Context: an optimization exercise on an open-source flow, tuned for small area and few clock cycles per item. The choices shown serve that exercise and are no tape-out recipe. Only simulation tests tie the RTL to the original design; equivalence was not proved.

== v16 ==
## dct8_column_fixed_point
module dct8_column_fixed_point
(
    input  logic                aclk,
    input  logic                aresetn,
    input  logic                s_valid,
    output logic                s_ready,
    input  logic signed [15:0]  s_sample_0,
    input  logic signed [15:0]  s_sample_1,
    input  logic signed [15:0]  s_sample_2,
    input  logic signed [15:0]  s_sample_3,
    input  logic signed [15:0]  s_sample_4,
    input  logic signed [15:0]  s_sample_5,
    input  logic signed [15:0]  s_sample_6,
    input  logic signed [15:0]  s_sample_7,
    output logic                m_valid,
    input  logic                m_ready,
    output logic signed [18:0]  m_coef_0,
    output logic signed [17:0]  m_coef_1,
    output logic signed [17:0]  m_coef_2,
    output logic signed [17:0]  m_coef_3,
    output logic signed [18:0]  m_coef_4,
    output logic signed [17:0]  m_coef_5,
    output logic signed [17:0]  m_coef_6,
    output logic signed [17:0]  m_coef_7
);
clock: 7.5 ns
lec_check: 0
cap_margin: 20
core_margin: 2
core_utilization: 66
cts_cluster_diameter: 110
cts_cluster_size: 28
slew_margin: 20
synth_hierarchical: 1
run.sh (not shown) runs the stock make flow with config.mk's settings and CLKGATE_MAP_FILE= SYNTH_SCRIPT=/design/flow/synth_recipe.tcl, a recipe that flattens the netlist after the stock synthesis.
Testbench counts of v16, summed over its fixed seeds: cycles 32,016, columns 32,000.
## Diff of input files: v5 against v16
Settings: swapping 66 for 54 in CORE_UTILIZATION.
### Flow results
- Compared to v16, the router laid down more metal wire for v5.
- Compared with v16, v5 shows share of the clock period used by the worst path after layout lower by 0.26 points.
- | total inserted antenna cells | v5 vs v16 | 7 lower |
- [diff] final worst slack, v5 relative to v16: improvement
- Delta (v5 minus v16): post-layout minimum cycle time dropped 0.019 ns, met3 routed wirelength went up about 10%, total die area now sits higher, setup slack after placement has increased.
The following lists how v41 was set up differently from v5:
Settings: swapping 54 for 60 in CORE_UTILIZATION.
Results
Looking at standard-cell row count, v41 sits 5.6% lower than v5 does.
v41 vs v5 — number of global-route vias before repair rose 164.
Compared with v5, in v41 global-route usage up 2.2 points, initial standard-cell utilization of the core increased 6.4 points, setup slack after placement shrank by 0.026 ns.
v41 against v5: number of clock buffer instances in the layout saw an increase; cell area saw a decrease.
diff inputs: v41 => v8
Settings: putting PLACE_DENSITY at 0.72 where nothing was set.
Notes after the runs:
When v8 is measured against v41, its least setup slack across all paths after layout turns out 0.10 ns higher.
For v41, the destination of the critical timing path was m_coef_7[10], unlike v8, where it was m_coef_1[15].
Number of antenna repair diodes ended up 6 higher on v8 than on v41.
Ratio of final minimum period to clock period in v8 is 1.4 points lower than in v41

---

## v19
dct8_column_fixed_point, a different RTL version from the one above (not shown whole).
For scale: roughly 3700 cells after synthesis, ~280 I/O pins, about 47000 µm² of cells after synthesis.
Settings: LEC_CHECK=0, CAP_MARGIN=20, CORE_MARGIN=2, CORE_UTILIZATION=60, CTS_CLUSTER_DIAMETER=110, CTS_CLUSTER_SIZE=28, SLEW_MARGIN=20, SYNTH_HIERARCHICAL=1; clock period 7.5 ns.
Testbench counts of v19, summed over its fixed seeds: cycles 32,016, columns 32,000.
--- input diff v19..v58 ---
- a change of CTS_CLUSTER_SIZE from 28 to 20
- a change of CTS_CLUSTER_DIAMETER from 110 to 80
==> comparison <==
From v19 to v58 the numbers moved as follows: routing usage on met3 neither gained nor lost much; maximum frequency higher.
The following lists how v9 was set up differently from v58:
- swapping 80 for 100 in CTS_CLUSTER_DIAMETER
- swapping 20 for 24 in CTS_CLUSTER_SIZE
Findings:
Detailed-routing wirelength on met1 ended up 240 µm higher on v9 than on v58.
The proportion of cell area occupied by registers on v9 is in line with that on v58.
From v58 to v9 the numbers moved as follows: achievable clock frequency held steady; design area shrank by 0.36%; wire length reported by the detailed router shrank by 390 µm.

---

dct8_column_fixed_point with an RTL version that a note above also has.
Size: ~270 flip-flops, roughly 280 I/O pins, ~0.046 mm^2 of cells after synthesis.
## dct8_column_fixed_point
module dct8_column_fixed_point
(
    input  logic                aclk,
    input  logic                aresetn,
    input  logic                s_valid,
    output logic                s_ready,
    input  logic signed [15:0]  s_sample_0,
    input  logic signed [15:0]  s_sample_1,
    input  logic signed [15:0]  s_sample_2,
    input  logic signed [15:0]  s_sample_3,
    input  logic signed [15:0]  s_sample_4,
    input  logic signed [15:0]  s_sample_5,
    input  logic signed [15:0]  s_sample_6,
    input  logic signed [15:0]  s_sample_7,
    output logic                m_valid,
    input  logic                m_ready,
    output logic signed [18:0]  m_coef_0,
    output logic signed [17:0]  m_coef_1,
    output logic signed [17:0]  m_coef_2,
    output logic signed [17:0]  m_coef_3,
    output logic signed [18:0]  m_coef_4,
    output logic signed [17:0]  m_coef_5,
    output logic signed [17:0]  m_coef_6,
    output logic signed [17:0]  m_coef_7
);
Settings: LEC_CHECK=0, ABC_CLOCK_PERIOD_IN_PS=6000, CAP_MARGIN=20, CORE_MARGIN=2, CORE_UTILIZATION=60, CTS_CLUSTER_DIAMETER=110, CTS_CLUSTER_SIZE=28, SLEW_MARGIN=20, SYNTH_HIERARCHICAL=1; clock period 7.5 ns.
Testbench counts at the start, summed over its fixed seeds: cycles 32,016, columns 32,000.
Then changed:
Settings changed: ABC_CLOCK_PERIOD_IN_PS 6000 to 10000.
=> The new run completed without violations. Critical path depth is unchanged. Worst setup slack stays the same. Via count is unchanged. Cell count is unchanged.

---

JK:
RTL: one of the versions met above, not the one the previous note started from.
Size: about 3,700 cells after synthesis, about 280 flip-flops, about 280 I/O pins.
clock: 7.5 ns
lec_check: 0
cap_margin: 20
core_margin: 2
core_utilization: 60
cts_buf_list: sky130_fd_sc_hd__clkbuf_8
cts_cluster_size: 30
slew_margin: 20
synth_hierarchical: 1
JK: done, clean on timing, DRC and antenna
Testbench counts of JK, summed over its fixed seeds: cycles 32,016, columns 32,000.
Here is what was changed in the inputs of MS compared with JK.
Settings: CTS_BUF_LIST no longer set, was sky130_fd_sc_hd__clkbuf_8; CTS_CLUSTER_SIZE no longer set, was 30; CORE_UTILIZATION now 68, was 60.
Results
On core region area: MS sits below JK. Share of the clock period used by the worst path: higher on MS. Per the comparison of MS with JK, floorplan die width moved down. The vertical die dimension of MS is lower than that of JK. Between MS and JK, the cell count along the critical path is lower for MS. Note that the count of buffers added by post-CTS timing repair for setup recorded for JK amounts to 1.06 times the value seen in MS. Lower share of cells above drive strength 1 was reported by MS, not JK.
diff inputs: MS => AL
Settings: CORE_UTILIZATION changed from 68 to 60.
Results
- Every stage of the flow completed for AL, and the final layout passed the timing, design-rule and antenna checks.
- Diff MS -> AL: layout net count comparable; final standard cell utilization of the core now smaller.
- Between MS and AL, fmax increased.
- The H-tree depth in AL was higher than what MS gave.
- From MS to AL the numbers moved as follows: final weighted congestion of routability-driven global placement shrank by 5.5%; headroom to the max-slew limit increased 0.60 points.

==> port drivers added, routing unchanged <==
No port has a modelled driver above. Below, the same layouts with a new extraction and two added sets of constraints.
Step 1: set_driving_cell puts a clkbuf_16 on aclk and a buf_2 on each other input, an assumption about the parent block.
Step 2 also shifts input and output timing later by t, the mid clock arrival at the registers, as if the neighbouring blocks saw the same clock.
Slacks: ideal ports / drivers / drivers and shift; pairs: ideal ports / drivers.
run	shift t [ns]	setup WS [ns]	worst setup path after step 2	worst data-port slew with drivers (ns)	cell pins on the clock port's net
v16	0.589	0.161 / 0.098 / -0.176	input to register	0.15	1
v5	0.610	0.180 / 0.114 / -0.093	input to register	0.18	1
v41	0.605	0.065 / 0.004 / -0.098	input to register	0.19	1
v8	0.582	0.170 / 0.109 / -0.010	input to register	0.17	1
v19	0.599	0.141 / 0.075 / 0.088	input to register	0.14	1
v58	0.633	0.171 / 0.103 / 0.063	input to register	0.15	1
v9	0.621	0.172 / 0.106 / 0.088	input to register	0.16	1
the first run of note 3	0.605	0.065 / 0.004 / -0.098	input to register	0.19	1
the second run of note 3	0.605	0.065 / 0.004 / -0.098	input to register	0.19	1
JK	0.714	0.142 / 0.076 / 0.073	input to register	0.15	1
MS	0.671	0.076 / 0.009 / 0.079	input to register	0.14	1
AL	0.622	0.169 / 0.101 / 0.065	input to register	0.13	1
With both steps, setup timing fails in 6 of these runs, where it was met with ideal ports. For v16, which loses most, drivers alone change the setup slack by -0.063 ns; drivers and shift together by -0.337 ns.
